Context: an optimization exercise on an open-source flow, tuned for small area, a short achievable clock period and few clock cycles per item. The choices shown serve that exercise and are no tape-out recipe. Function was checked by simulation only, so behaviour that the tests miss may differ from the original.

## config.mk

```make
export PLATFORM = sky130hd
export DESIGN_NAME = elastic_alu
export DESIGN_NICKNAME = elastic_alu
export VERILOG_FILES = /design/flow/design.v
export SDC_FILE = /design/flow/constraint.sdc
export NUM_CORES = 4
export LEC_CHECK = 0
export CAP_MARGIN = 20
export CORE_MARGIN = 2
export CORE_UTILIZATION = 65
export SLEW_MARGIN = 20
export SYNTH_HIERARCHICAL = 1
```

## constraint.sdc

```tcl
create_clock -name core_clock -period 10.0 [get_ports {clk}]
set_input_delay 2.0000 -clock core_clock [delete_from_list [all_inputs] [get_ports {clk}]]
set_output_delay 2.0000 -clock core_clock [all_outputs]
set_load 0.01 [all_outputs]
```

## design.v

```verilog
`timescale 1ns/1ps
package alu_pkg;
	localparam int DATA_W = 32;
	typedef logic [DATA_W-1:0] word_t;
	localparam int SHAMT_W = 5;
	typedef logic [SHAMT_W-1:0] shamt_t;
	typedef enum logic [3:0] {
		OP_ADD  = 4'd0,
		OP_SUB  = 4'd1,
		OP_MUL  = 4'd2,
		OP_AND  = 4'd3,
		OP_OR   = 4'd4,
		OP_XOR  = 4'd5,
		OP_SHL  = 4'd6,
		OP_LSHR = 4'd7,
		OP_ASHR = 4'd8,
		OP_EQ   = 4'd9,
		OP_NE   = 4'd10,
		OP_ULT  = 4'd11,
		OP_ULE  = 4'd12,
		OP_SLT  = 4'd13,
		OP_SLE  = 4'd14
	} alu_op_t;
	localparam int MUL_STAGES_DEF = 4;
endpackage
`timescale 1ns/1ps
module elastic_alu (
	input logic clk,
	input logic rst,
	input logic [31:0] lhs,
	input logic [3:0] lhs_op,
	input logic lhs_valid,
	output logic lhs_ready,
	input logic [31:0] rhs,
	input logic rhs_valid,
	output logic rhs_ready,
	output logic [31:0] result,
	output logic result_valid,
	input logic result_ready
);
	logic d_mul, d_sh, d_one, d_addr, d_subr, d_and, d_or, d_xor, d_cin, d_sgn, d_rt, d_s;
	logic [1:0] d_ck;
	logic [31:0] d_l;
	always_comb begin
		d_mul = (lhs_op == 4'd2);
		d_sh = (lhs_op == 4'd6) | (lhs_op == 4'd7) | (lhs_op == 4'd8);
		d_rt = (lhs_op == 4'd7) | (lhs_op == 4'd8);
		d_s = (lhs_op == 4'd8) & lhs[31];   
		d_addr = (lhs_op == 4'd0);
		d_subr = (lhs_op == 4'd1) | ((lhs_op >= 4'd9) & (lhs_op <= 4'd14));
		d_one = d_addr | d_subr;
		d_and = (lhs_op == 4'd3);
		d_or = (lhs_op == 4'd4);
		d_xor = (lhs_op == 4'd5);
		d_cin = (lhs_op == 4'd1) | (lhs_op == 4'd9) | (lhs_op == 4'd10) | (lhs_op == 4'd11) | (lhs_op == 4'd13);
		d_sgn = (lhs_op == 4'd13) | (lhs_op == 4'd14);
		d_ck = (lhs_op == 4'd9) ? 2'd1 : (lhs_op == 4'd10) ? 2'd2 :
			((lhs_op >= 4'd11) & (lhs_op <= 4'd14)) ? 2'd3 : 2'd0;
		for (int i = 0; i < 32; i++) begin
			d_l[i] = d_rt ? lhs[31 - i] : lhs[i];
		end
	end
	logic lv, rv, fire, adv;
	logic [31:0] a_l, a_r;
	logic [15:0] d_bo, d_bt, d_bn, d_so, d_st, r_bo, r_bt, r_bn, r_so, r_st;
	logic [32:0] d_rr;
	always_comb begin
		d_rr = {rhs, 1'b0};
		for (int j = 0; j < 16; j++) begin
			d_bo[j] = d_rr[2*j+1] ^ d_rr[2*j];
			d_bt[j] = (d_rr[2*j+2] & ~d_rr[2*j+1] & ~d_rr[2*j]) | (~d_rr[2*j+2] & d_rr[2*j+1] & d_rr[2*j]);
			d_bn[j] = d_rr[2*j+2];
			d_so[j] = (rhs[4:1] == j) & ~rhs[0];
			d_st[j] = (rhs[4:1] == j) & rhs[0];
		end
	end
	always_comb begin
		for (int j = 0; j < 16; j++) begin
			a_r[2*j+1] = r_bn[j];
			a_r[2*j] = r_bo[j] ^ ((j == 0) ? 1'b0 : r_bn[(j == 0) ? 0 : j-1]);
		end
	end
	logic a_mul, a_sh, a_one, a_addr, a_subr, a_and, a_or, a_xor, a_cin, a_sgn, a_rt, a_s;
	logic [1:0] a_ck;
	assign fire = lv & rv & adv;
	assign lhs_ready = ~lv | fire;
	assign rhs_ready = ~rv | fire;
	always_ff @(posedge clk or posedge rst) begin
		if (rst) begin
			lv <= 1'b0;
			rv <= 1'b0;
		end else begin
			if (lhs_ready) lv <= lhs_valid;
			if (rhs_ready) rv <= rhs_valid;
		end
	end
	always_ff @(posedge clk) begin
		if (lhs_ready) begin
			a_l <= d_l;
			a_mul <= d_mul;
			a_sh <= d_sh;
			a_one <= d_one;
			a_addr <= d_addr;
			a_subr <= d_subr;
			a_and <= d_and;
			a_or <= d_or;
			a_xor <= d_xor;
			a_cin <= d_cin;
			a_sgn <= d_sgn;
			a_rt <= d_rt;
			a_s <= d_s;
			a_ck <= d_ck;
		end
		if (rhs_ready) begin
			r_bo <= d_bo;
			r_bt <= d_bt;
			r_bn <= d_bn;
			r_so <= d_so;
			r_st <= d_st;
		end
	end
	logic [15:0] one, two, neg;
	logic x0, x32;
	logic [31:0] ad, fill;
	logic eq;
	always_comb begin
		for (int j = 0; j < 16; j++) begin
			one[j] = (a_mul & r_bo[j]) | (a_sh & r_so[j]) | ((j == 0) & a_one);
			two[j] = (a_mul & r_bt[j]) | (a_sh & r_st[j]);
			neg[j] = a_mul & r_bn[j];
		end
		x0 = a_mul ? neg[0] : a_cin;
		x32 = (a_ck != 2'd0) & ~(a_sgn & (a_l[31] ^ a_r[31]));
		for (int i = 0; i < 32; i++) begin
			fill[i] = a_s & (i < a_r[4:0]);
		end
		ad = ({32{a_addr}} & a_r) | ({32{a_subr}} & ~a_r) | ({32{a_and}} & (a_l & a_r)) |
			({32{a_or}} & (a_l | a_r)) | ({32{a_xor}} & (a_l ^ a_r)) | fill;
		eq = (a_l == a_r);
	end
	logic [31:0] pp0, pp1, pp2, pp3, pp4, pp5, pp6, pp7, pp8, pp9, pp10, pp11, pp12, pp13, pp14, pp15;
	logic [32:0] ll;
	assign ll = {a_l, 1'b0};
	always_comb begin
		for (int i = 0; i < 32; i++) begin
			pp0[i] = ((one[0] & ll[i+1]) | (two[0] & ll[i])) ^ neg[0];
			pp1[i] = ((one[1] & ll[i+1]) | (two[1] & ll[i])) ^ neg[1];
			pp2[i] = ((one[2] & ll[i+1]) | (two[2] & ll[i])) ^ neg[2];
			pp3[i] = ((one[3] & ll[i+1]) | (two[3] & ll[i])) ^ neg[3];
			pp4[i] = ((one[4] & ll[i+1]) | (two[4] & ll[i])) ^ neg[4];
			pp5[i] = ((one[5] & ll[i+1]) | (two[5] & ll[i])) ^ neg[5];
			pp6[i] = ((one[6] & ll[i+1]) | (two[6] & ll[i])) ^ neg[6];
			pp7[i] = ((one[7] & ll[i+1]) | (two[7] & ll[i])) ^ neg[7];
			pp8[i] = ((one[8] & ll[i+1]) | (two[8] & ll[i])) ^ neg[8];
			pp9[i] = ((one[9] & ll[i+1]) | (two[9] & ll[i])) ^ neg[9];
			pp10[i] = ((one[10] & ll[i+1]) | (two[10] & ll[i])) ^ neg[10];
			pp11[i] = ((one[11] & ll[i+1]) | (two[11] & ll[i])) ^ neg[11];
			pp12[i] = ((one[12] & ll[i+1]) | (two[12] & ll[i])) ^ neg[12];
			pp13[i] = ((one[13] & ll[i+1]) | (two[13] & ll[i])) ^ neg[13];
			pp14[i] = ((one[14] & ll[i+1]) | (two[14] & ll[i])) ^ neg[14];
			pp15[i] = ((one[15] & ll[i+1]) | (two[15] & ll[i])) ^ neg[15];
		end
	end
	logic [32:0] tx, ty;
	logic t1, t2, t3, t4, t5, t6, t7, t8, t9, t10, t11, t12, t13, t14, t15, t16, t17, t18, t19, t20, t21, t22, t23, t24, t25, t26, t27, t28, t29, t30, t31, t32, t33, t34, t35, t36, t37, t38, t39, t40, t41, t42, t43, t44, t45, t46, t47, t48, t49, t50, t51, t52, t53, t54, t55, t56, t57, t58, t59, t60, t61, t62, t63, t64, t65, t66, t67, t68, t69, t70, t71, t72, t73, t74, t75, t76, t77, t78, t79, t80, t81, t82, t83, t84, t85, t86, t87, t88, t89, t90, t91, t92, t93, t94, t95, t96, t97, t98, t99, t100, t101, t102, t103, t104, t105, t106, t107, t108, t109, t110, t111, t112, t113, t114, t115, t116, t117, t118, t119, t120, t121, t122, t123, t124, t125, t126, t127, t128, t129, t130, t131, t132, t133, t134, t135, t136, t137, t138, t139, t140, t141, t142, t143, t144, t145, t146, t147, t148, t149, t150, t151, t152, t153, t154, t155, t156, t157, t158, t159, t160, t161, t162, t163, t164, t165, t166, t167, t168, t169, t170, t171, t172, t173, t174, t175, t176, t177, t178, t179, t180, t181, t182, t183, t184, t185, t186, t187, t188, t189, t190, t191, t192, t193, t194, t195, t196, t197, t198, t199, t200, t201, t202, t203, t204, t205, t206, t207, t208, t209, t210, t211, t212, t213, t214, t215, t216, t217, t218, t219, t220, t221, t222, t223, t224, t225, t226, t227, t228, t229, t230, t231, t232, t233, t234, t235, t236, t237, t238, t239, t240, t241, t242, t243, t244, t245, t246, t247, t248, t249, t250, t251, t252, t253, t254, t255, t256, t257, t258, t259, t260, t261, t262, t263, t264, t265, t266, t267, t268, t269, t270, t271, t272, t273, t274, t275, t276, t277, t278, t279, t280, t281, t282, t283, t284, t285, t286, t287, t288, t289, t290, t291, t292, t293, t294, t295, t296, t297, t298, t299, t300, t301, t302, t303, t304, t305, t306, t307, t308, t309, t310, t311, t312, t313, t314, t315, t316, t317, t318, t319, t320, t321, t322, t323, t324, t325, t326, t327, t328, t329, t330, t331, t332, t333, t334, t335, t336, t337, t338, t339, t340, t341, t342, t343, t344, t345, t346, t347, t348, t349, t350, t351, t352, t353, t354, t355, t356, t357, t358, t359, t360, t361, t362, t363, t364, t365, t366, t367, t368, t369, t370, t371, t372, t373, t374, t375, t376, t377, t378, t379, t380, t381, t382, t383, t384, t385, t386, t387, t388, t389, t390, t391, t392, t393, t394, t395, t396, t397, t398, t399, t400, t401, t402, t403, t404, t405, t406, t407, t408, t409, t410, t411, t412, t413, t414, t415, t416, t417, t418, t419, t420, t421, t422, t423, t424, t425, t426;
	csa_ha t1_ha (.a(pp0[22]), .b(pp1[20]), .s(t1), .co(t2));
	csa_ha t3_ha (.a(pp0[23]), .b(pp1[21]), .s(t3), .co(t4));
	csa_fa t5_fa (.a(pp0[24]), .b(pp1[22]), .c(pp2[20]), .s(t5), .co(t6));
	csa_ha t7_ha (.a(pp3[18]), .b(pp4[16]), .s(t7), .co(t8));
	csa_fa t9_fa (.a(pp0[25]), .b(pp1[23]), .c(pp2[21]), .s(t9), .co(t10));
	csa_ha t11_ha (.a(pp3[19]), .b(pp4[17]), .s(t11), .co(t12));
	csa_fa t13_fa (.a(pp0[26]), .b(pp1[24]), .c(pp2[22]), .s(t13), .co(t14));
	csa_fa t15_fa (.a(pp3[20]), .b(pp4[18]), .c(pp5[16]), .s(t15), .co(t16));
	csa_ha t17_ha (.a(pp6[14]), .b(pp7[12]), .s(t17), .co(t18));
	csa_fa t19_fa (.a(pp0[27]), .b(pp1[25]), .c(pp2[23]), .s(t19), .co(t20));
	csa_fa t21_fa (.a(pp3[21]), .b(pp4[19]), .c(pp5[17]), .s(t21), .co(t22));
	csa_ha t23_ha (.a(pp6[15]), .b(pp7[13]), .s(t23), .co(t24));
	csa_fa t25_fa (.a(pp0[28]), .b(pp1[26]), .c(pp2[24]), .s(t25), .co(t26));
	csa_fa t27_fa (.a(pp3[22]), .b(pp4[20]), .c(pp5[18]), .s(t27), .co(t28));
	csa_fa t29_fa (.a(pp6[16]), .b(pp7[14]), .c(pp8[12]), .s(t29), .co(t30));
	csa_ha t31_ha (.a(pp9[10]), .b(pp10[8]), .s(t31), .co(t32));
	csa_fa t33_fa (.a(pp0[29]), .b(pp1[27]), .c(pp2[25]), .s(t33), .co(t34));
	csa_fa t35_fa (.a(pp3[23]), .b(pp4[21]), .c(pp5[19]), .s(t35), .co(t36));
	csa_fa t37_fa (.a(pp6[17]), .b(pp7[15]), .c(pp8[13]), .s(t37), .co(t38));
	csa_ha t39_ha (.a(pp9[11]), .b(pp10[9]), .s(t39), .co(t40));
	csa_fa t41_fa (.a(pp0[30]), .b(pp1[28]), .c(pp2[26]), .s(t41), .co(t42));
	csa_fa t43_fa (.a(pp3[24]), .b(pp4[22]), .c(pp5[20]), .s(t43), .co(t44));
	csa_fa t45_fa (.a(pp6[18]), .b(pp7[16]), .c(pp8[14]), .s(t45), .co(t46));
	csa_fa t47_fa (.a(pp9[12]), .b(pp10[10]), .c(pp11[8]), .s(t47), .co(t48));
	csa_ha t49_ha (.a(pp12[6]), .b(pp13[4]), .s(t49), .co(t50));
	csa_fa t51_fa (.a(pp0[31]), .b(pp1[29]), .c(pp2[27]), .s(t51), .co(t52));
	csa_fa t53_fa (.a(pp3[25]), .b(pp4[23]), .c(pp5[21]), .s(t53), .co(t54));
	csa_fa t55_fa (.a(pp6[19]), .b(pp7[17]), .c(pp8[15]), .s(t55), .co(t56));
	csa_fa t57_fa (.a(pp9[13]), .b(pp10[11]), .c(pp11[9]), .s(t57), .co(t58));
	csa_ha t59_ha (.a(pp12[7]), .b(pp13[5]), .s(t59), .co(t60));
	csa_ha t61_ha (.a(pp0[14]), .b(pp1[12]), .s(t61), .co(t62));
	csa_ha t63_ha (.a(pp0[15]), .b(pp1[13]), .s(t63), .co(t64));
	csa_fa t65_fa (.a(pp0[16]), .b(pp1[14]), .c(pp2[12]), .s(t65), .co(t66));
	csa_ha t67_ha (.a(pp3[10]), .b(pp4[8]), .s(t67), .co(t68));
	csa_fa t69_fa (.a(pp0[17]), .b(pp1[15]), .c(pp2[13]), .s(t69), .co(t70));
	csa_ha t71_ha (.a(pp3[11]), .b(pp4[9]), .s(t71), .co(t72));
	csa_fa t73_fa (.a(pp0[18]), .b(pp1[16]), .c(pp2[14]), .s(t73), .co(t74));
	csa_fa t75_fa (.a(pp3[12]), .b(pp4[10]), .c(pp5[8]), .s(t75), .co(t76));
	csa_ha t77_ha (.a(pp6[6]), .b(pp7[4]), .s(t77), .co(t78));
	csa_fa t79_fa (.a(pp0[19]), .b(pp1[17]), .c(pp2[15]), .s(t79), .co(t80));
	csa_fa t81_fa (.a(pp3[13]), .b(pp4[11]), .c(pp5[9]), .s(t81), .co(t82));
	csa_ha t83_ha (.a(pp6[7]), .b(pp7[5]), .s(t83), .co(t84));
	csa_fa t85_fa (.a(pp0[20]), .b(pp1[18]), .c(pp2[16]), .s(t85), .co(t86));
	csa_fa t87_fa (.a(pp3[14]), .b(pp4[12]), .c(pp5[10]), .s(t87), .co(t88));
	csa_fa t89_fa (.a(pp6[8]), .b(pp7[6]), .c(pp8[4]), .s(t89), .co(t90));
	csa_ha t91_ha (.a(pp9[2]), .b(pp10[0]), .s(t91), .co(t92));
	csa_fa t93_fa (.a(pp0[21]), .b(pp1[19]), .c(pp2[17]), .s(t93), .co(t94));
	csa_fa t95_fa (.a(pp3[15]), .b(pp4[13]), .c(pp5[11]), .s(t95), .co(t96));
	csa_fa t97_fa (.a(pp6[9]), .b(pp7[7]), .c(pp8[5]), .s(t97), .co(t98));
	csa_ha t99_ha (.a(pp9[3]), .b(pp10[1]), .s(t99), .co(t100));
	csa_fa t101_fa (.a(t1), .b(pp2[18]), .c(pp3[16]), .s(t101), .co(t102));
	csa_fa t103_fa (.a(pp4[14]), .b(pp5[12]), .c(pp6[10]), .s(t103), .co(t104));
	csa_fa t105_fa (.a(pp7[8]), .b(pp8[6]), .c(pp9[4]), .s(t105), .co(t106));
	csa_fa t107_fa (.a(pp10[2]), .b(pp11[0]), .c(neg[11]), .s(t107), .co(t108));
	csa_fa t109_fa (.a(t3), .b(pp2[19]), .c(pp3[17]), .s(t109), .co(t110));
	csa_fa t111_fa (.a(pp4[15]), .b(pp5[13]), .c(pp6[11]), .s(t111), .co(t112));
	csa_fa t113_fa (.a(pp7[9]), .b(pp8[7]), .c(pp9[5]), .s(t113), .co(t114));
	csa_fa t115_fa (.a(pp10[3]), .b(pp11[1]), .c(ad[23]), .s(t115), .co(t116));
	csa_fa t117_fa (.a(t5), .b(t7), .c(pp5[14]), .s(t117), .co(t118));
	csa_fa t119_fa (.a(pp6[12]), .b(pp7[10]), .c(pp8[8]), .s(t119), .co(t120));
	csa_fa t121_fa (.a(pp9[6]), .b(pp10[4]), .c(pp11[2]), .s(t121), .co(t122));
	csa_fa t123_fa (.a(pp12[0]), .b(neg[12]), .c(ad[24]), .s(t123), .co(t124));
	csa_fa t125_fa (.a(t9), .b(t11), .c(pp5[15]), .s(t125), .co(t126));
	csa_fa t127_fa (.a(pp6[13]), .b(pp7[11]), .c(pp8[9]), .s(t127), .co(t128));
	csa_fa t129_fa (.a(pp9[7]), .b(pp10[5]), .c(pp11[3]), .s(t129), .co(t130));
	csa_fa t131_fa (.a(pp12[1]), .b(ad[25]), .c(t6), .s(t131), .co(t132));
	csa_fa t133_fa (.a(t13), .b(t15), .c(t17), .s(t133), .co(t134));
	csa_fa t135_fa (.a(pp8[10]), .b(pp9[8]), .c(pp10[6]), .s(t135), .co(t136));
	csa_fa t137_fa (.a(pp11[4]), .b(pp12[2]), .c(pp13[0]), .s(t137), .co(t138));
	csa_fa t139_fa (.a(neg[13]), .b(ad[26]), .c(t10), .s(t139), .co(t140));
	csa_fa t141_fa (.a(t19), .b(t21), .c(t23), .s(t141), .co(t142));
	csa_fa t143_fa (.a(pp8[11]), .b(pp9[9]), .c(pp10[7]), .s(t143), .co(t144));
	csa_fa t145_fa (.a(pp11[5]), .b(pp12[3]), .c(pp13[1]), .s(t145), .co(t146));
	csa_fa t147_fa (.a(ad[27]), .b(t14), .c(t16), .s(t147), .co(t148));
	csa_fa t149_fa (.a(t25), .b(t27), .c(t29), .s(t149), .co(t150));
	csa_fa t151_fa (.a(t31), .b(pp11[6]), .c(pp12[4]), .s(t151), .co(t152));
	csa_fa t153_fa (.a(pp13[2]), .b(pp14[0]), .c(neg[14]), .s(t153), .co(t154));
	csa_fa t155_fa (.a(ad[28]), .b(t20), .c(t22), .s(t155), .co(t156));
	csa_fa t157_fa (.a(t33), .b(t35), .c(t37), .s(t157), .co(t158));
	csa_fa t159_fa (.a(t39), .b(pp11[7]), .c(pp12[5]), .s(t159), .co(t160));
	csa_fa t161_fa (.a(pp13[3]), .b(pp14[1]), .c(ad[29]), .s(t161), .co(t162));
	csa_fa t163_fa (.a(t26), .b(t28), .c(t30), .s(t163), .co(t164));
	csa_fa t165_fa (.a(t41), .b(t43), .c(t45), .s(t165), .co(t166));
	csa_fa t167_fa (.a(t47), .b(t49), .c(pp14[2]), .s(t167), .co(t168));
	csa_fa t169_fa (.a(pp15[0]), .b(neg[15]), .c(ad[30]), .s(t169), .co(t170));
	csa_fa t171_fa (.a(t34), .b(t36), .c(t38), .s(t171), .co(t172));
	csa_fa t173_fa (.a(t51), .b(t53), .c(t55), .s(t173), .co(t174));
	csa_fa t175_fa (.a(t57), .b(t59), .c(pp14[3]), .s(t175), .co(t176));
	csa_fa t177_fa (.a(pp15[1]), .b(ad[31]), .c(t42), .s(t177), .co(t178));
	csa_fa t179_fa (.a(t44), .b(t46), .c(t48), .s(t179), .co(t180));
	assign t181 = x32 ^ t52;
	csa_ha t182_ha (.a(pp0[8]), .b(pp1[6]), .s(t182), .co(t183));
	csa_ha t184_ha (.a(pp0[9]), .b(pp1[7]), .s(t184), .co(t185));
	csa_fa t186_fa (.a(pp0[10]), .b(pp1[8]), .c(pp2[6]), .s(t186), .co(t187));
	csa_ha t188_ha (.a(pp3[4]), .b(pp4[2]), .s(t188), .co(t189));
	csa_fa t190_fa (.a(pp0[11]), .b(pp1[9]), .c(pp2[7]), .s(t190), .co(t191));
	csa_ha t192_ha (.a(pp3[5]), .b(pp4[3]), .s(t192), .co(t193));
	csa_fa t194_fa (.a(pp0[12]), .b(pp1[10]), .c(pp2[8]), .s(t194), .co(t195));
	csa_fa t196_fa (.a(pp3[6]), .b(pp4[4]), .c(pp5[2]), .s(t196), .co(t197));
	csa_ha t198_ha (.a(pp6[0]), .b(neg[6]), .s(t198), .co(t199));
	csa_fa t200_fa (.a(pp0[13]), .b(pp1[11]), .c(pp2[9]), .s(t200), .co(t201));
	csa_fa t202_fa (.a(pp3[7]), .b(pp4[5]), .c(pp5[3]), .s(t202), .co(t203));
	csa_ha t204_ha (.a(pp6[1]), .b(ad[13]), .s(t204), .co(t205));
	csa_fa t206_fa (.a(t61), .b(pp2[10]), .c(pp3[8]), .s(t206), .co(t207));
	csa_fa t208_fa (.a(pp4[6]), .b(pp5[4]), .c(pp6[2]), .s(t208), .co(t209));
	csa_fa t210_fa (.a(pp7[0]), .b(neg[7]), .c(ad[14]), .s(t210), .co(t211));
	csa_fa t212_fa (.a(t63), .b(pp2[11]), .c(pp3[9]), .s(t212), .co(t213));
	csa_fa t214_fa (.a(pp4[7]), .b(pp5[5]), .c(pp6[3]), .s(t214), .co(t215));
	csa_fa t216_fa (.a(pp7[1]), .b(ad[15]), .c(t62), .s(t216), .co(t217));
	csa_fa t218_fa (.a(t65), .b(t67), .c(pp5[6]), .s(t218), .co(t219));
	csa_fa t220_fa (.a(pp6[4]), .b(pp7[2]), .c(pp8[0]), .s(t220), .co(t221));
	csa_fa t222_fa (.a(neg[8]), .b(ad[16]), .c(t64), .s(t222), .co(t223));
	csa_fa t224_fa (.a(t69), .b(t71), .c(pp5[7]), .s(t224), .co(t225));
	csa_fa t226_fa (.a(pp6[5]), .b(pp7[3]), .c(pp8[1]), .s(t226), .co(t227));
	csa_fa t228_fa (.a(ad[17]), .b(t66), .c(t68), .s(t228), .co(t229));
	csa_fa t230_fa (.a(t73), .b(t75), .c(t77), .s(t230), .co(t231));
	csa_fa t232_fa (.a(pp8[2]), .b(pp9[0]), .c(neg[9]), .s(t232), .co(t233));
	csa_fa t234_fa (.a(ad[18]), .b(t70), .c(t72), .s(t234), .co(t235));
	csa_fa t236_fa (.a(t79), .b(t81), .c(t83), .s(t236), .co(t237));
	csa_fa t238_fa (.a(pp8[3]), .b(pp9[1]), .c(ad[19]), .s(t238), .co(t239));
	csa_fa t240_fa (.a(t74), .b(t76), .c(t78), .s(t240), .co(t241));
	csa_fa t242_fa (.a(t85), .b(t87), .c(t89), .s(t242), .co(t243));
	csa_fa t244_fa (.a(t91), .b(neg[10]), .c(ad[20]), .s(t244), .co(t245));
	csa_fa t246_fa (.a(t80), .b(t82), .c(t84), .s(t246), .co(t247));
	csa_fa t248_fa (.a(t93), .b(t95), .c(t97), .s(t248), .co(t249));
	csa_fa t250_fa (.a(t99), .b(ad[21]), .c(t86), .s(t250), .co(t251));
	csa_fa t252_fa (.a(t88), .b(t90), .c(t92), .s(t252), .co(t253));
	csa_fa t254_fa (.a(t101), .b(t103), .c(t105), .s(t254), .co(t255));
	csa_fa t256_fa (.a(t107), .b(ad[22]), .c(t94), .s(t256), .co(t257));
	csa_fa t258_fa (.a(t96), .b(t98), .c(t100), .s(t258), .co(t259));
	csa_fa t260_fa (.a(t109), .b(t111), .c(t113), .s(t260), .co(t261));
	csa_fa t262_fa (.a(t115), .b(t2), .c(t102), .s(t262), .co(t263));
	csa_fa t264_fa (.a(t104), .b(t106), .c(t108), .s(t264), .co(t265));
	csa_fa t266_fa (.a(t117), .b(t119), .c(t121), .s(t266), .co(t267));
	csa_fa t268_fa (.a(t123), .b(t4), .c(t110), .s(t268), .co(t269));
	csa_fa t270_fa (.a(t112), .b(t114), .c(t116), .s(t270), .co(t271));
	csa_fa t272_fa (.a(t125), .b(t127), .c(t129), .s(t272), .co(t273));
	csa_fa t274_fa (.a(t131), .b(t8), .c(t118), .s(t274), .co(t275));
	csa_fa t276_fa (.a(t120), .b(t122), .c(t124), .s(t276), .co(t277));
	csa_fa t278_fa (.a(t133), .b(t135), .c(t137), .s(t278), .co(t279));
	csa_fa t280_fa (.a(t139), .b(t12), .c(t126), .s(t280), .co(t281));
	csa_fa t282_fa (.a(t128), .b(t130), .c(t132), .s(t282), .co(t283));
	csa_fa t284_fa (.a(t141), .b(t143), .c(t145), .s(t284), .co(t285));
	csa_fa t286_fa (.a(t147), .b(t18), .c(t134), .s(t286), .co(t287));
	csa_fa t288_fa (.a(t136), .b(t138), .c(t140), .s(t288), .co(t289));
	csa_fa t290_fa (.a(t149), .b(t151), .c(t153), .s(t290), .co(t291));
	csa_fa t292_fa (.a(t155), .b(t24), .c(t142), .s(t292), .co(t293));
	csa_fa t294_fa (.a(t144), .b(t146), .c(t148), .s(t294), .co(t295));
	csa_fa t296_fa (.a(t157), .b(t159), .c(t161), .s(t296), .co(t297));
	csa_fa t298_fa (.a(t163), .b(t32), .c(t150), .s(t298), .co(t299));
	csa_fa t300_fa (.a(t152), .b(t154), .c(t156), .s(t300), .co(t301));
	csa_fa t302_fa (.a(t165), .b(t167), .c(t169), .s(t302), .co(t303));
	csa_fa t304_fa (.a(t171), .b(t40), .c(t158), .s(t304), .co(t305));
	csa_fa t306_fa (.a(t160), .b(t162), .c(t164), .s(t306), .co(t307));
	csa_fa t308_fa (.a(t173), .b(t175), .c(t177), .s(t308), .co(t309));
	csa_fa t310_fa (.a(t179), .b(t50), .c(t166), .s(t310), .co(t311));
	csa_fa t312_fa (.a(t168), .b(t170), .c(t172), .s(t312), .co(t313));
	assign t314 = t181 ^ t54 ^ t56;
	assign t315 = t58 ^ t60 ^ t174;
	assign t316 = t176 ^ t178 ^ t180;
	csa_ha t317_ha (.a(pp0[4]), .b(pp1[2]), .s(t317), .co(t318));
	csa_ha t319_ha (.a(pp0[5]), .b(pp1[3]), .s(t319), .co(t320));
	csa_fa t321_fa (.a(pp0[6]), .b(pp1[4]), .c(pp2[2]), .s(t321), .co(t322));
	csa_ha t323_ha (.a(pp3[0]), .b(neg[3]), .s(t323), .co(t324));
	csa_fa t325_fa (.a(pp0[7]), .b(pp1[5]), .c(pp2[3]), .s(t325), .co(t326));
	csa_ha t327_ha (.a(pp3[1]), .b(ad[7]), .s(t327), .co(t328));
	csa_fa t329_fa (.a(t182), .b(pp2[4]), .c(pp3[2]), .s(t329), .co(t330));
	csa_fa t331_fa (.a(pp4[0]), .b(neg[4]), .c(ad[8]), .s(t331), .co(t332));
	csa_fa t333_fa (.a(t184), .b(pp2[5]), .c(pp3[3]), .s(t333), .co(t334));
	csa_fa t335_fa (.a(pp4[1]), .b(ad[9]), .c(t183), .s(t335), .co(t336));
	csa_fa t337_fa (.a(t186), .b(t188), .c(pp5[0]), .s(t337), .co(t338));
	csa_fa t339_fa (.a(neg[5]), .b(ad[10]), .c(t185), .s(t339), .co(t340));
	csa_fa t341_fa (.a(t190), .b(t192), .c(pp5[1]), .s(t341), .co(t342));
	csa_fa t343_fa (.a(ad[11]), .b(t187), .c(t189), .s(t343), .co(t344));
	csa_fa t345_fa (.a(t194), .b(t196), .c(t198), .s(t345), .co(t346));
	csa_fa t347_fa (.a(ad[12]), .b(t191), .c(t193), .s(t347), .co(t348));
	csa_fa t349_fa (.a(t200), .b(t202), .c(t204), .s(t349), .co(t350));
	csa_fa t351_fa (.a(t195), .b(t197), .c(t199), .s(t351), .co(t352));
	csa_fa t353_fa (.a(t206), .b(t208), .c(t210), .s(t353), .co(t354));
	csa_fa t355_fa (.a(t201), .b(t203), .c(t205), .s(t355), .co(t356));
	csa_fa t357_fa (.a(t212), .b(t214), .c(t216), .s(t357), .co(t358));
	csa_fa t359_fa (.a(t207), .b(t209), .c(t211), .s(t359), .co(t360));
	csa_fa t361_fa (.a(t218), .b(t220), .c(t222), .s(t361), .co(t362));
	csa_fa t363_fa (.a(t213), .b(t215), .c(t217), .s(t363), .co(t364));
	csa_fa t365_fa (.a(t224), .b(t226), .c(t228), .s(t365), .co(t366));
	csa_fa t367_fa (.a(t219), .b(t221), .c(t223), .s(t367), .co(t368));
	csa_fa t369_fa (.a(t230), .b(t232), .c(t234), .s(t369), .co(t370));
	csa_fa t371_fa (.a(t225), .b(t227), .c(t229), .s(t371), .co(t372));
	csa_fa t373_fa (.a(t236), .b(t238), .c(t240), .s(t373), .co(t374));
	csa_fa t375_fa (.a(t231), .b(t233), .c(t235), .s(t375), .co(t376));
	csa_fa t377_fa (.a(t242), .b(t244), .c(t246), .s(t377), .co(t378));
	csa_fa t379_fa (.a(t237), .b(t239), .c(t241), .s(t379), .co(t380));
	csa_fa t381_fa (.a(t248), .b(t250), .c(t252), .s(t381), .co(t382));
	csa_fa t383_fa (.a(t243), .b(t245), .c(t247), .s(t383), .co(t384));
	csa_fa t385_fa (.a(t254), .b(t256), .c(t258), .s(t385), .co(t386));
	csa_fa t387_fa (.a(t249), .b(t251), .c(t253), .s(t387), .co(t388));
	csa_fa t389_fa (.a(t260), .b(t262), .c(t264), .s(t389), .co(t390));
	csa_fa t391_fa (.a(t255), .b(t257), .c(t259), .s(t391), .co(t392));
	csa_fa t393_fa (.a(t266), .b(t268), .c(t270), .s(t393), .co(t394));
	csa_fa t395_fa (.a(t261), .b(t263), .c(t265), .s(t395), .co(t396));
	csa_fa t397_fa (.a(t272), .b(t274), .c(t276), .s(t397), .co(t398));
	csa_fa t399_fa (.a(t267), .b(t269), .c(t271), .s(t399), .co(t400));
	csa_fa t401_fa (.a(t278), .b(t280), .c(t282), .s(t401), .co(t402));
	csa_fa t403_fa (.a(t273), .b(t275), .c(t277), .s(t403), .co(t404));
	csa_fa t405_fa (.a(t284), .b(t286), .c(t288), .s(t405), .co(t406));
	csa_fa t407_fa (.a(t279), .b(t281), .c(t283), .s(t407), .co(t408));
	csa_fa t409_fa (.a(t290), .b(t292), .c(t294), .s(t409), .co(t410));
	csa_fa t411_fa (.a(t285), .b(t287), .c(t289), .s(t411), .co(t412));
	csa_fa t413_fa (.a(t296), .b(t298), .c(t300), .s(t413), .co(t414));
	csa_fa t415_fa (.a(t291), .b(t293), .c(t295), .s(t415), .co(t416));
	csa_fa t417_fa (.a(t302), .b(t304), .c(t306), .s(t417), .co(t418));
	csa_fa t419_fa (.a(t297), .b(t299), .c(t301), .s(t419), .co(t420));
	csa_fa t421_fa (.a(t308), .b(t310), .c(t312), .s(t421), .co(t422));
	csa_fa t423_fa (.a(t303), .b(t305), .c(t307), .s(t423), .co(t424));
	assign t425 = t314 ^ t315 ^ t316;
	assign t426 = t309 ^ t311 ^ t313;
	logic q0_0, q0_1, q0_2, q1_0, q1_1, q2_0, q2_1, q2_2, q2_3, q3_0, q3_1, q3_2, q4_0, q4_1, q4_2, q4_3, q5_0, q5_1, q5_2, q5_3, q6_0, q6_1, q6_2, q6_3, q7_0, q7_1, q7_2, q7_3, q8_0, q8_1, q8_2, q8_3, q9_0, q9_1, q9_2, q9_3, q10_0, q10_1, q10_2, q10_3, q11_0, q11_1, q11_2, q11_3, q12_0, q12_1, q12_2, q12_3, q13_0, q13_1, q13_2, q13_3, q14_0, q14_1, q14_2, q14_3, q15_0, q15_1, q15_2, q15_3, q16_0, q16_1, q16_2, q16_3, q17_0, q17_1, q17_2, q17_3, q18_0, q18_1, q18_2, q18_3, q19_0, q19_1, q19_2, q19_3, q20_0, q20_1, q20_2, q20_3, q21_0, q21_1, q21_2, q21_3, q22_0, q22_1, q22_2, q22_3, q23_0, q23_1, q23_2, q23_3, q24_0, q24_1, q24_2, q24_3, q25_0, q25_1, q25_2, q25_3, q26_0, q26_1, q26_2, q26_3, q27_0, q27_1, q27_2, q27_3, q28_0, q28_1, q28_2, q28_3, q29_0, q29_1, q29_2, q29_3, q30_0, q30_1, q30_2, q30_3, q31_0, q31_1, q31_2, q31_3, q32_0, q32_1, q32_2, q32_3;
	always_ff @(posedge clk) begin
		if (adv) begin
			q0_0 <= pp0[0];
			q0_1 <= x0;
			q0_2 <= ad[0];
			q1_0 <= pp0[1];
			q1_1 <= ad[1];
			q2_0 <= pp0[2];
			q2_1 <= pp1[0];
			q2_2 <= neg[1];
			q2_3 <= ad[2];
			q3_0 <= pp0[3];
			q3_1 <= pp1[1];
			q3_2 <= ad[3];
			q4_0 <= t317;
			q4_1 <= pp2[0];
			q4_2 <= neg[2];
			q4_3 <= ad[4];
			q5_0 <= t319;
			q5_1 <= pp2[1];
			q5_2 <= ad[5];
			q5_3 <= t318;
			q6_0 <= t321;
			q6_1 <= t323;
			q6_2 <= ad[6];
			q6_3 <= t320;
			q7_0 <= t325;
			q7_1 <= t327;
			q7_2 <= t322;
			q7_3 <= t324;
			q8_0 <= t329;
			q8_1 <= t331;
			q8_2 <= t326;
			q8_3 <= t328;
			q9_0 <= t333;
			q9_1 <= t335;
			q9_2 <= t330;
			q9_3 <= t332;
			q10_0 <= t337;
			q10_1 <= t339;
			q10_2 <= t334;
			q10_3 <= t336;
			q11_0 <= t341;
			q11_1 <= t343;
			q11_2 <= t338;
			q11_3 <= t340;
			q12_0 <= t345;
			q12_1 <= t347;
			q12_2 <= t342;
			q12_3 <= t344;
			q13_0 <= t349;
			q13_1 <= t351;
			q13_2 <= t346;
			q13_3 <= t348;
			q14_0 <= t353;
			q14_1 <= t355;
			q14_2 <= t350;
			q14_3 <= t352;
			q15_0 <= t357;
			q15_1 <= t359;
			q15_2 <= t354;
			q15_3 <= t356;
			q16_0 <= t361;
			q16_1 <= t363;
			q16_2 <= t358;
			q16_3 <= t360;
			q17_0 <= t365;
			q17_1 <= t367;
			q17_2 <= t362;
			q17_3 <= t364;
			q18_0 <= t369;
			q18_1 <= t371;
			q18_2 <= t366;
			q18_3 <= t368;
			q19_0 <= t373;
			q19_1 <= t375;
			q19_2 <= t370;
			q19_3 <= t372;
			q20_0 <= t377;
			q20_1 <= t379;
			q20_2 <= t374;
			q20_3 <= t376;
			q21_0 <= t381;
			q21_1 <= t383;
			q21_2 <= t378;
			q21_3 <= t380;
			q22_0 <= t385;
			q22_1 <= t387;
			q22_2 <= t382;
			q22_3 <= t384;
			q23_0 <= t389;
			q23_1 <= t391;
			q23_2 <= t386;
			q23_3 <= t388;
			q24_0 <= t393;
			q24_1 <= t395;
			q24_2 <= t390;
			q24_3 <= t392;
			q25_0 <= t397;
			q25_1 <= t399;
			q25_2 <= t394;
			q25_3 <= t396;
			q26_0 <= t401;
			q26_1 <= t403;
			q26_2 <= t398;
			q26_3 <= t400;
			q27_0 <= t405;
			q27_1 <= t407;
			q27_2 <= t402;
			q27_3 <= t404;
			q28_0 <= t409;
			q28_1 <= t411;
			q28_2 <= t406;
			q28_3 <= t408;
			q29_0 <= t413;
			q29_1 <= t415;
			q29_2 <= t410;
			q29_3 <= t412;
			q30_0 <= t417;
			q30_1 <= t419;
			q30_2 <= t414;
			q30_3 <= t416;
			q31_0 <= t421;
			q31_1 <= t423;
			q31_2 <= t418;
			q31_3 <= t420;
			q32_0 <= t425;
			q32_1 <= t426;
			q32_2 <= t422;
			q32_3 <= t424;
		end
	end
	logic u1, u2, u3, u4, u5, u6, u7, u8, u9, u10, u11, u12, u13, u14, u15, u16, u17, u18, u19, u20, u21, u22, u23, u24, u25, u26, u27, u28, u29, u30, u31, u32, u33, u34, u35, u36, u37, u38, u39, u40, u41, u42, u43, u44, u45, u46, u47, u48, u49, u50, u51, u52, u53, u54, u55, u56, u57, u58, u59, u60, u61, u62, u63, u64, u65, u66, u67, u68, u69, u70, u71, u72, u73, u74, u75, u76, u77, u78, u79, u80, u81, u82, u83, u84, u85, u86, u87, u88, u89, u90, u91, u92, u93, u94, u95, u96, u97, u98, u99, u100, u101, u102, u103, u104, u105, u106, u107, u108, u109, u110, u111, u112, u113, u114, u115, u116, u117, u118, u119, u120, u121, u122, u123, u124, u125, u126;
	csa_ha u1_ha (.a(q2_0), .b(q2_1), .s(u1), .co(u2));
	csa_ha u3_ha (.a(q3_0), .b(q3_1), .s(u3), .co(u4));
	csa_fa u5_fa (.a(q4_0), .b(q4_1), .c(q4_2), .s(u5), .co(u6));
	csa_fa u7_fa (.a(q5_0), .b(q5_1), .c(q5_2), .s(u7), .co(u8));
	csa_fa u9_fa (.a(q6_0), .b(q6_1), .c(q6_2), .s(u9), .co(u10));
	csa_fa u11_fa (.a(q7_0), .b(q7_1), .c(q7_2), .s(u11), .co(u12));
	csa_fa u13_fa (.a(q8_0), .b(q8_1), .c(q8_2), .s(u13), .co(u14));
	csa_fa u15_fa (.a(q9_0), .b(q9_1), .c(q9_2), .s(u15), .co(u16));
	csa_fa u17_fa (.a(q10_0), .b(q10_1), .c(q10_2), .s(u17), .co(u18));
	csa_fa u19_fa (.a(q11_0), .b(q11_1), .c(q11_2), .s(u19), .co(u20));
	csa_fa u21_fa (.a(q12_0), .b(q12_1), .c(q12_2), .s(u21), .co(u22));
	csa_fa u23_fa (.a(q13_0), .b(q13_1), .c(q13_2), .s(u23), .co(u24));
	csa_fa u25_fa (.a(q14_0), .b(q14_1), .c(q14_2), .s(u25), .co(u26));
	csa_fa u27_fa (.a(q15_0), .b(q15_1), .c(q15_2), .s(u27), .co(u28));
	csa_fa u29_fa (.a(q16_0), .b(q16_1), .c(q16_2), .s(u29), .co(u30));
	csa_fa u31_fa (.a(q17_0), .b(q17_1), .c(q17_2), .s(u31), .co(u32));
	csa_fa u33_fa (.a(q18_0), .b(q18_1), .c(q18_2), .s(u33), .co(u34));
	csa_fa u35_fa (.a(q19_0), .b(q19_1), .c(q19_2), .s(u35), .co(u36));
	csa_fa u37_fa (.a(q20_0), .b(q20_1), .c(q20_2), .s(u37), .co(u38));
	csa_fa u39_fa (.a(q21_0), .b(q21_1), .c(q21_2), .s(u39), .co(u40));
	csa_fa u41_fa (.a(q22_0), .b(q22_1), .c(q22_2), .s(u41), .co(u42));
	csa_fa u43_fa (.a(q23_0), .b(q23_1), .c(q23_2), .s(u43), .co(u44));
	csa_fa u45_fa (.a(q24_0), .b(q24_1), .c(q24_2), .s(u45), .co(u46));
	csa_fa u47_fa (.a(q25_0), .b(q25_1), .c(q25_2), .s(u47), .co(u48));
	csa_fa u49_fa (.a(q26_0), .b(q26_1), .c(q26_2), .s(u49), .co(u50));
	csa_fa u51_fa (.a(q27_0), .b(q27_1), .c(q27_2), .s(u51), .co(u52));
	csa_fa u53_fa (.a(q28_0), .b(q28_1), .c(q28_2), .s(u53), .co(u54));
	csa_fa u55_fa (.a(q29_0), .b(q29_1), .c(q29_2), .s(u55), .co(u56));
	csa_fa u57_fa (.a(q30_0), .b(q30_1), .c(q30_2), .s(u57), .co(u58));
	csa_fa u59_fa (.a(q31_0), .b(q31_1), .c(q31_2), .s(u59), .co(u60));
	assign u61 = q32_0 ^ q32_1 ^ q32_2;
	csa_ha u62_ha (.a(q0_0), .b(q0_1), .s(u62), .co(u63));
	csa_ha u64_ha (.a(q1_0), .b(q1_1), .s(u64), .co(u65));
	csa_fa u66_fa (.a(u1), .b(q2_2), .c(q2_3), .s(u66), .co(u67));
	csa_fa u68_fa (.a(u3), .b(q3_2), .c(u2), .s(u68), .co(u69));
	csa_fa u70_fa (.a(u5), .b(q4_3), .c(u4), .s(u70), .co(u71));
	csa_fa u72_fa (.a(u7), .b(q5_3), .c(u6), .s(u72), .co(u73));
	csa_fa u74_fa (.a(u9), .b(q6_3), .c(u8), .s(u74), .co(u75));
	csa_fa u76_fa (.a(u11), .b(q7_3), .c(u10), .s(u76), .co(u77));
	csa_fa u78_fa (.a(u13), .b(q8_3), .c(u12), .s(u78), .co(u79));
	csa_fa u80_fa (.a(u15), .b(q9_3), .c(u14), .s(u80), .co(u81));
	csa_fa u82_fa (.a(u17), .b(q10_3), .c(u16), .s(u82), .co(u83));
	csa_fa u84_fa (.a(u19), .b(q11_3), .c(u18), .s(u84), .co(u85));
	csa_fa u86_fa (.a(u21), .b(q12_3), .c(u20), .s(u86), .co(u87));
	csa_fa u88_fa (.a(u23), .b(q13_3), .c(u22), .s(u88), .co(u89));
	csa_fa u90_fa (.a(u25), .b(q14_3), .c(u24), .s(u90), .co(u91));
	csa_fa u92_fa (.a(u27), .b(q15_3), .c(u26), .s(u92), .co(u93));
	csa_fa u94_fa (.a(u29), .b(q16_3), .c(u28), .s(u94), .co(u95));
	csa_fa u96_fa (.a(u31), .b(q17_3), .c(u30), .s(u96), .co(u97));
	csa_fa u98_fa (.a(u33), .b(q18_3), .c(u32), .s(u98), .co(u99));
	csa_fa u100_fa (.a(u35), .b(q19_3), .c(u34), .s(u100), .co(u101));
	csa_fa u102_fa (.a(u37), .b(q20_3), .c(u36), .s(u102), .co(u103));
	csa_fa u104_fa (.a(u39), .b(q21_3), .c(u38), .s(u104), .co(u105));
	csa_fa u106_fa (.a(u41), .b(q22_3), .c(u40), .s(u106), .co(u107));
	csa_fa u108_fa (.a(u43), .b(q23_3), .c(u42), .s(u108), .co(u109));
	csa_fa u110_fa (.a(u45), .b(q24_3), .c(u44), .s(u110), .co(u111));
	csa_fa u112_fa (.a(u47), .b(q25_3), .c(u46), .s(u112), .co(u113));
	csa_fa u114_fa (.a(u49), .b(q26_3), .c(u48), .s(u114), .co(u115));
	csa_fa u116_fa (.a(u51), .b(q27_3), .c(u50), .s(u116), .co(u117));
	csa_fa u118_fa (.a(u53), .b(q28_3), .c(u52), .s(u118), .co(u119));
	csa_fa u120_fa (.a(u55), .b(q29_3), .c(u54), .s(u120), .co(u121));
	csa_fa u122_fa (.a(u57), .b(q30_3), .c(u56), .s(u122), .co(u123));
	csa_fa u124_fa (.a(u59), .b(q31_3), .c(u58), .s(u124), .co(u125));
	assign u126 = u61 ^ q32_3 ^ u60;
	assign tx = {u126, u124, u122, u120, u118, u116, u114, u112, u110, u108, u106, u104, u102, u100, u98, u96, u94, u92, u90, u88, u86, u84, u82, u80, u78, u76, u74, u72, u70, u68, u66, u64, u62};
	assign ty = {u125, u123, u121, u119, u117, u115, u113, u111, u109, u107, u105, u103, u101, u99, u97, u95, u93, u91, u89, u87, u85, u83, u81, u79, u77, u75, u73, u71, u69, u67, u65, u63, q0_2};
	logic bv;
	logic b_rt, b_cmp, b_sg, b_eq;
	always_ff @(posedge clk or posedge rst) begin
		if (rst) begin
			bv <= 1'b0;
		end else if (adv) begin
			bv <= fire;
		end
	end
	always_ff @(posedge clk) begin
		if (adv) begin
			b_rt <= a_rt;
			b_cmp <= (a_ck != 2'd0);
			b_sg <= (a_ck == 2'd3);
			b_eq <= (a_ck == 2'd1) ? eq : ~eq;
		end
	end
	logic [32:0] sum;
	logic [31:0] res;
	assign sum = tx + ty;
	always_comb begin
		for (int i = 0; i < 32; i++) begin
			res[i] = ~b_cmp & (b_rt ? sum[31 - i] : sum[i]);
		end
		res[0] = b_cmp ? (b_sg ? sum[32] : b_eq) : b_rt ? sum[31] : sum[0];
	end
	logic ov, sv, take;
	logic [31:0] o_d, s_d;
	assign adv = ~sv;
	assign take = ov & result_ready;
	assign result_valid = ov;
	assign result = o_d;
	always_ff @(posedge clk or posedge rst) begin
		if (rst) begin
			ov <= 1'b0;
			sv <= 1'b0;
		end else if (sv) begin
			if (take) sv <= 1'b0;
		end else if (bv) begin
			if (ov & ~take) sv <= 1'b1;
			else ov <= 1'b1;
		end else if (take) begin
			ov <= 1'b0;
		end
	end
	always_ff @(posedge clk) begin
		if (sv) begin
			if (take) o_d <= s_d;
		end else begin
			s_d <= res;
			if (bv & (~ov | take)) o_d <= res;
		end
	end
endmodule
module csa_fa (
	input logic a,
	input logic b,
	input logic c,
	output logic s,
	output logic co
);
	assign s = a ^ b ^ c;
	assign co = (a & b) | (a & c) | (b & c);
endmodule
module csa_ha (
	input logic a,
	input logic b,
	output logic s,
	output logic co
);
	assign s = a ^ b;
	assign co = a & b;
endmodule
```

## flow/run.sh

```bash
#!/bin/bash
set -euo pipefail
MARGIN=${MARGIN:-6.5}
sed "s/\"\\\${@:-finish}\"/SETUP_SLACK_MARGIN=$MARGIN \"\${@:-finish}\"/" standard.sh > flow/standard_margin.sh
grep -q "SETUP_SLACK_MARGIN=$MARGIN" flow/standard_margin.sh
bash flow/standard_margin.sh > make_flow.log 2>&1
```

## flow/standard_margin.sh

```bash
#!/bin/bash
# The standard flow's own layout of this design, on the ORFS make targets given (by default finish). After
# finish it leaves the final layout's DEF at /design/flow/out/final.def.
set -euo pipefail
make -C /OpenROAD-flow-scripts/flow DESIGN_CONFIG=/design/flow/config.mk WORK_HOME=/design/flow/orfs CLKGATE_MAP_FILE= SYNTH_SCRIPT=/design/flow/synth_recipe.tcl CAP_MARGIN=20 CORE_MARGIN=2 CORE_UTILIZATION=65 SLEW_MARGIN=20 SYNTH_HIERARCHICAL=1 SETUP_SLACK_MARGIN=6.5 "${@:-finish}"
if [[ -f /design/flow/orfs/results/sky130hd/elastic_alu/base/6_final.odb ]]; then
  : # left out here: write the final layout as DEF
fi
```

## standard.sh

```bash
#!/bin/bash
# synth_recipe.tcl (not shown) runs the flow's synth.tcl, then flattens the netlist and writes it again
# the make line also repeats each setting of config.mk as NAME=value (left out here)
make -C /OpenROAD-flow-scripts/flow DESIGN_CONFIG=/design/flow/config.mk WORK_HOME=/design/flow/orfs CLKGATE_MAP_FILE= SYNTH_SCRIPT=/design/flow/synth_recipe.tcl "${@:-finish}"
```

==> run_results.csv, run 1 <==
group,metric,value,unit
worst_setup_path,required,10.32,ns
yosys,syn-cell-area,27100,um2
sta,layout_min_cycle_time,3.95,ns
placement,place_area,28900,um2
worst_setup_path,reg2reg_slack,6.05,ns
worst_setup_path,path_max_fanout,5,
worst_setup_path,reg2reg_from,"q20_0",
detailed_routing,top_layer_used,"met4",
placement,hpwl,56200,um
worst_setup_path,r2r-end,"o_d[0]",
final_layout,layout_common_cells,"edfxtp_1, xnor2_1, a22oi_1",
clock_network,ctsHtreeMaxLevel,2,
detailed_routing,met3_length,9720,um
yosys,synthArstFlopShare,0.0153,
clock_network,root_buffer,"clkbuf_16",
worst_setup_path,cp-startpoint,"q20_0",
worst_setup_path,endpoint_kind,"flop",
final_layout,fin_area,32700,um2
outcome,outcome,"complete, no violations",
sta,max_freq,253,MHz
detailed_routing,drt_iter0_markers,2826,
final_layout,layout_commonest_cell,"edfxtp_1",
yosys,syn_area_per_cell,11.6,um2
floorplanning,initial_core_util,0.661,
detailed_routing,wl_per_cell,29.1,um
detailed_routing,num_vias,21100,
placement,gp_congestion,0.994,
min_path,hold_path_class,"flop to flop",
grt,grt_pass1_wl,127000,um
detailed_routing,drt-vias-per-instance,7.02,
yosys,ys_seq_area_frac,0.362,
run,drv_cap,0,
final_layout,area_delta_synth_final,20.7,%
worst_setup_path,cp-start-kind,"flop",
yosys,yosysWarnings,7,
grt,grt_max_degree,73,
detailed_routing,ant_nets,0,
worst_setup_path,critPathKind,"flop to flop",
sta,finalHoldViolCount,0,
sta,finalSetupViolations,0,
grt,grt_overflow,0,
yosys,syn_nets,2802,
worst_setup_path,arrival,4.28,ns
grt,antenna_found_initial,1,
clock_network,clk_transition_reported_paths,0.06,ns
worst_setup_path,setup.worst_path.end,"o_d[0]",
worst_setup_path,ff2ff_path_depth,12,
final_layout,antennaDiodeCount,0,
yosys,synth_ff_type,"edfxtp_1",
floorplanning,num_rows,74,
floorplanning,fp.dieH,208,um
final_layout,final_layout_size_suffix_gt1_frac,0.211,
detailed_routing,dr_wl_met2,40200,um
clock_network,cts_sinks,327,
final_layout,nFillCells,2418,
sta,fin_skew,0.0231,ns
detailed_routing,drc,0,
floorplanning,dieArea,43300,um2
final_layout,final_nets,2907,
sta,fin_setup_tns,0,ns
detailed_routing,dr.pass1.iters,12,
yosys,synth_edf_count,322,
sta,rsz0062_at_grt,"true",
clock_network,clock_path_buffers,3,
grt,grt_pass1_vias,20900,
clock_network,clock_latency,0.57,ns
yosys,synthDistinctLibCells,70,
detailed_routing,wl,87400,um
sta,tightestPinTransition,1.10,ns
floorplanning,die_w,208,um
yosys,syn_inst,2342,
floorplanning,core,40900,um2
sta,period_share,0.395,
yosys,yosys_register_bits,327,
floorplanning,num_io_pins,108,
clock_network,tritoncts,"built",
grt,grt.total_usage,0.389,
sta,slew_viol_final,0,
placement,port_buffers,107,
detailed_routing,wl_met1,31800,um
clock_network,cts_made_buffers,36,
sta,slew_headroom,0.265,
synth_stat cells, types with 23 or more instances:
cell	instances	area share
clkbuf_1	141	0.020
buf_1	26	0.0036
a22o_1	31	0.010
edfxtp_1	322	0.36
inv_1	94	0.013
nand2b_1	25	0.0058
and2_1	26	0.0060
a21oi_1	71	0.013
a22oi_1	264	0.073
mux2i_1	23	0.0085
o21ai_0	68	0.013
fa_1	241	0.18
nand2_1	165	0.023
nor2_1	44	0.0061
xor2_1	70	0.023
xnor2_1	270	0.087
ha_1	146	0.068
mux2_2	41	0.017
per-stage QoR:
step / setup WS (ns) / util / cells / hold slack, ns
after CTS: 6.09 / 0.773 / 2964 / 0.423
after global routing: 5.90 / 0.798 / 3005 / 0.445
after global placement: 5.56 / 0.706 / 2853 / 0.425
after detailed placement: 5.46 / 0.706 / 2853 / 0.411
after floorplan: 6.12 / - / 2342 / 0.400
final: 6.05 / 0.798 / 3005 / 0.422
registers in the layout, summed over array words and instances, names as in the netlist, 2 cells and up:
register and count:
r_bt 16, r_so 16, a_ck 2, o_d 32
a_l 32, r_bn 16, r_bo 16, s_d 32
r_st 16
how the worst min path moves through the flow:
stage | to | slack, ns | cells after the start | start
2_1_floorplan | b_rt | 0.40 | 0 | a_rt
3_3_place_gp | b_rt | 0.42 | 0 | a_rt
3_5_place_dp | b_rt | 0.41 | 0 | a_rt
4_1_cts | b_rt | 0.42 | 0 | a_rt
5_1_grt | b_rt | 0.44 | 0 | a_rt
6_report | b_rt | 0.42 | 0 | a_rt
worst max-delay path: stages, from the launching register on:
cell	delay, ns
edfxtp_1	0.40
fa_1	0.53
fa_1	0.53
ha_1	0.45
nand2_1	0.16
nor2_1	0.22
o31ai_2	0.16
a211oi_4	0.25
o2111ai_2	0.15
and2_4	0.17
a221o_1	0.30
o2bb2ai_2	0.13
mux2_2	0.27
per-module statistics from Yosys (local to each module, per instance):
module	flip-flops and latches	times used	cells
csa_fa	0	240	1
csa_ha	0	32	1
elastic_alu	327	1	2070
metal layers:
layer | vias to the layer above | GRT usage
met3 | 405 | 0.0925
met4 | 0 | 0.196
met5 | - | 0
met1 | 10400 | 0.505
li1 | 8619 | -
met2 | 1642 | 0.615
timing repair:
item                       4_1_cts  5_1_grt
gates resized for setup        236      137
hold buffers                     0        0
setup endpoints to repair      153      128
cloned                           8        3
buffers inserted                39       38
pin swaps                       86       89
cells by family after synthesis:
group	Yosys count	share of synthesized area
fa+ha+maj	387	0.246
buf+inv	284	0.0401
flops	327	0.362
simple gates	375	0.0669
compound gates	565	0.149
mux	64	0.0256
xor+xnor	340	0.110
cell type report:
class                      instances  area [um2]  area share
clock buffer                      42         923      0.0283
clock inverter                    22         282     0.00862
inverter                         106         432      0.0132
multi-input combinational       1731       17900       0.549
sequential                       327        9800       0.300
tap                              532         666      0.0204
timing repair buffer             245        2630      0.0805
Testbench counts, summed over its fixed seeds: cycles 16,024, items 16,000.
==> run 2: changes to the inputs <==
==> flow/run.sh (replaced) <==
#!/bin/bash
set -euo pipefail
MARGIN=${MARGIN:-7.5}
sed "s/\"\\\${@:-finish}\"/SETUP_SLACK_MARGIN=$MARGIN \"\${@:-finish}\"/" standard.sh > flow/standard_margin.sh
grep -q "SETUP_SLACK_MARGIN=$MARGIN" flow/standard_margin.sh
bash flow/standard_margin.sh > make_flow.log 2>&1
==> flow/standard_margin.sh (replaced) <==
#!/bin/bash
# The standard flow's own layout of this design, on the ORFS make targets given (by default finish). After
# finish it leaves the final layout's DEF at /design/flow/out/final.def.
set -euo pipefail
make -C /OpenROAD-flow-scripts/flow DESIGN_CONFIG=/design/flow/config.mk WORK_HOME=/design/flow/orfs CLKGATE_MAP_FILE= SYNTH_SCRIPT=/design/flow/synth_recipe.tcl CAP_MARGIN=20 CORE_MARGIN=2 CORE_UTILIZATION=40 SLEW_MARGIN=20 SYNTH_HIERARCHICAL=1 SETUP_SLACK_MARGIN=7.5 "${@:-finish}"
if [[ -f /design/flow/orfs/results/sky130hd/elastic_alu/base/6_final.odb ]]; then
  : # left out here: write the final layout as DEF
fi
--- a/config.mk
+++ b/config.mk
@@ -7,6 +7,6 @@
 export LEC_CHECK = 0
 export CAP_MARGIN = 20
 export CORE_MARGIN = 2
-export CORE_UTILIZATION = 65
+export CORE_UTILIZATION = 40
 export SLEW_MARGIN = 20
 export SYNTH_HIERARCHICAL = 1
==> run 2 against run 1 <==
Synthesized cell count stayed put. Critical endpoint is now q28_0. Sequential share of layout area is 1.3 points lower. Worst hold slack better by 0.012 ns. Area after synthesis stayed put.
==> run_results.csv, run 2 <==
group,metric,value,unit
yosys,ys_top_cells_by_area,"edfxtp_1, fa_1, xnor2_1, a22oi_1, ha_1",
detailed_routing,drt_iter0_markers,1899,
worst_setup_path,required,10.31,ns
clock_network,clk_transition_reported_paths,0.06,ns
min_path,hold_path_class,"flop to flop",
sta,finalSetupViolations,0,
floorplanning,dieArea,69700,um2
yosys,yosysTopAreaCell,"edfxtp_1",
floorplanning,num_io_pins,108,
worst_setup_path,crit_slowest_cell,"fa_1",
sta,fin_skew,0.0262,ns
floorplanning,core,67000,um2
yosys,synth_simple_gate_area_frac,0.0669,
final_layout,area_delta_synth_final,26.3,%
sta,slew_headroom,0.334,
yosys,ys_seq_area_frac,0.362,
floorplanning,die_w,264,um
yosys,yosys_register_bits,327,
grt,antenna_found_initial,3,
final_layout,final_layout_size_suffix_gt1_frac,0.305,
final_layout,layout_common_cells,"edfxtp_1, xnor2_1, a22oi_1",
yosys,synth_edf_count,322,
sta,finalHoldViolCount,0,
clock_network,cts_sinks,327,
yosys,synth_fa_ha_area_frac,0.246,
grt,grt_max_degree,70,
yosys,syn_inst,2342,
clock_network,clock_latency,0.58,ns
worst_setup_path,crit_family,"adder cells",
detailed_routing,dr.pass1.iters,5,
worst_setup_path,path_max_fanout,8,
sta,slew_viol_final,0,
worst_setup_path,crit_chain,"buf_6 > buf_12 > a221o_2 > clkbuf_16 > a22oi_2 > xor2_1 > fa_1 > fa_1 > fa_2 > fa_2",
yosys,syn-cell-area,27100,um2
worst_setup_path,critPathKind,"flop to flop",
sta,rsz0062_at_grt,"true",
yosys,yosys-mux-area-fraction,0.0256,
placement,place_area,30100,um2
outcome,outcome,"complete, no violations",
final_layout,reg_top3,"a_l: 32 flops, o_d: 32 flops, s_d: 32 flops",
floorplanning,fp.dieH,264,um
clock_network,cts_hold_buf,0,
yosys,syn_area_per_cell,11.6,um2
detailed_routing,num_vias,20200,
final_layout,nFillCells,5743,
yosys,synthMostInstantiatedCell,"edfxtp_1",
grt,grt.total_usage,0.251,
worst_setup_path,arrival,4.28,ns
sta,period_share,0.397,
placement,gp_congestion,0.927,
yosys,synth_compound_area_frac,0.149,
yosys,netlist.area_leader.share,0.357,
clock_network,root_buffer,"clkbuf_16",
sta,fin_setup_tns,0,ns
run,drv_cap,0,
detailed_routing,wl_per_cell,27.0,um
floorplanning,num_rows,95,
final_layout,final_nets,2949,
clock_network,cts_made_buffers,38,
placement,dpl.cell_count,3187,
yosys,synthTopCellsByCount,"edfxtp_1, xnor2_1, a22oi_1",
yosys,synthDistinctLibCells,70,
placement,port_buffers,107,
worst_setup_path,endpoint_kind,"flop",
sta,tightestPinTransition,1.00,ns
worst_setup_path,critPathBufInv,3,
floorplanning,initial_core_util,0.404,
worst_setup_path,max_stage_delay,0.64,ns
detailed_routing,ant_nets,0,
placement,hpwl,61300,um
clock_network,ctsHtreeMaxLevel,2,
clock_network,clock_path_buffers,3,
detailed_routing,drc,0,
detailed_routing,drt-vias-per-instance,5.97,
final_layout,stdcell_count,3389,
sta,layout_min_cycle_time,3.97,ns
grt,grt_overflow,0,
yosys,synth_ff_type,"edfxtp_1",
grt,grt_pass1_vias,20200,
clock_network,tritoncts,"built",
final_layout,fin_area,34200,um2
grt,grt_pass1_wl,132000,um
sta,max_freq,252,MHz
yosys,synth_top_family_by_area,"adder cells",
yosys,yosysWarnings,7,
detailed_routing,wl,91700,um
final_layout,layout_commonest_cell,"edfxtp_1",
worst_setup_path,cp-start-kind,"flop",
yosys,synth_xor_area_frac,0.110,
yosys,synthArstFlopShare,0.0153,
yosys,syn_nets,2802,
run 2: changes by cell type in the layout (fill, tap and decap cells not counted), sizes merged, moves of 4 or more:
| cell | previous run | this run |
|---|---|---|
| a22o | 31 | 36 |
| clkdlybuf4s50 | 96 | 49 |
| clkbuf | 45 | 50 |
| clkinv | 15 | 21 |
| dlymetal6s2s | 0 | 5 |
| bufbuf | 6 | 2 |
| inv | 105 | 99 |
| buf | 131 | 208 |
run 2: routing by layer:
metal  share of wire  wire length, um  vias to the layer above  GRT usage
met4           0.048             4400                        2      0.101
met5         0.00013               12                        -          0
li1                -                -                     8734          -
met1            0.40            36800                    10400      0.335
met3           0.082             7490                      191     0.0434
met2            0.47            43000                      944      0.407
run 2: logic make-up after synthesis:
| kind of cell | Yosys count |
|---|---|
| buffers and inverters | 284 |
| xor gates and xnor gates | 340 |
| DFF | 327 |
| and+or+nand+nor | 375 |
| AOI/OAI and AO/OA | 565 |
| muxes | 64 |
| adders and majority gates | 387 |
run 2: per-stage QoR:
step | hold WS [ns] | worst slack, ns | util
3_3_place_gp | 0.411 | 5.06 | 0.449
2_1_floorplan | 0.400 | 6.18 | -
4_1_cts | 0.436 | 6.08 | 0.489
3_5_place_dp | 0.422 | 5.14 | 0.449
6_report | 0.434 | 6.03 | 0.510
5_1_grt | 0.439 | 5.95 | 0.510
run 2: cell type report:
| class | instances | area, um2 | share of cell area |
|---|---|---|---|
| sequential | 327 | 9800 | 0.287 |
| timing repair buffer | 279 | 2880 | 0.0842 |
| antenna | 1 | 2.50 | 0.0000732 |
| multi-input combinational | 1737 | 18700 | 0.548 |
| clock inverter | 22 | 235 | 0.00688 |
| tap | 873 | 1090 | 0.0320 |
| inverter | 106 | 454 | 0.0133 |
| clock buffer | 44 | 973 | 0.0285 |
run 2: what timing repair did:
action	CTS	global route
endpoints found under the hold margin	0	0
setup buffers	73	45
cloned	6	11
gates resized for setup	393	179
endpoints found under the setup margin	472	345
pin swaps	53	91
run 2: final timing paths:
check	start	end	slack, ns	cells after the start
worst max-delay path	a_mul	q28_0	6.03	10
worst min-delay path	a_rt	b_rt	0.43	0
worst max register to register	a_mul	q28_0	6.03	10
worst min register to register	a_rt	b_rt	0.43	0
max in group asynchronous	rst	sv	8.20	2
min in group asynchronous	rst	sv	1.62	2
run 2: per-module statistics from Yosys (local to each module, per instance):
| module | area [um2] | flip-flops and latches | copies in the design |
|---|---|---|---|
| elastic_alu | 21800 | 327 | 1 |
| csa_fa | 20.0 | 0 | 240 |
| csa_ha | 12.5 | 0 | 32 |

-- re-timing with driven ports --
In the flow no input, the clock included, has a driving cell. The finished layouts below were timed again as built, in two steps. Step 1: set_driving_cell puts a clkbuf_16 on clk and a buf_2 on each other input, an assumption about the parent block. Step 2 also shifts input and output timing later by t, the mid clock arrival at the registers, as if the neighbouring blocks saw the same clock. Three values: ideal, step 1, step 2; two values: the first two.
| run | t, ns | setup slack, ns | worst hold slack (ns) | latest minus earliest clock arrival (ns) | worst register clock-pin slew, ns |
|---|---|---|---|---|---|
| run 1 | 0.617 | 6.045 / 6.045 / 6.003 | 0.422 / 0.422 / 0.422 | 0.023 / 0.023 | 0.07 / 0.07 |
| run 2 | 0.632 | 6.034 / 6.034 / 6.034 | 0.434 / 0.434 / 0.434 | 0.026 / 0.026 | 0.07 / 0.07 |
After both steps setup and hold are still met in every run listed. For run 1, which loses most, drivers alone change the setup slack by 0.000 ns; drivers and shift together by -0.042 ns.
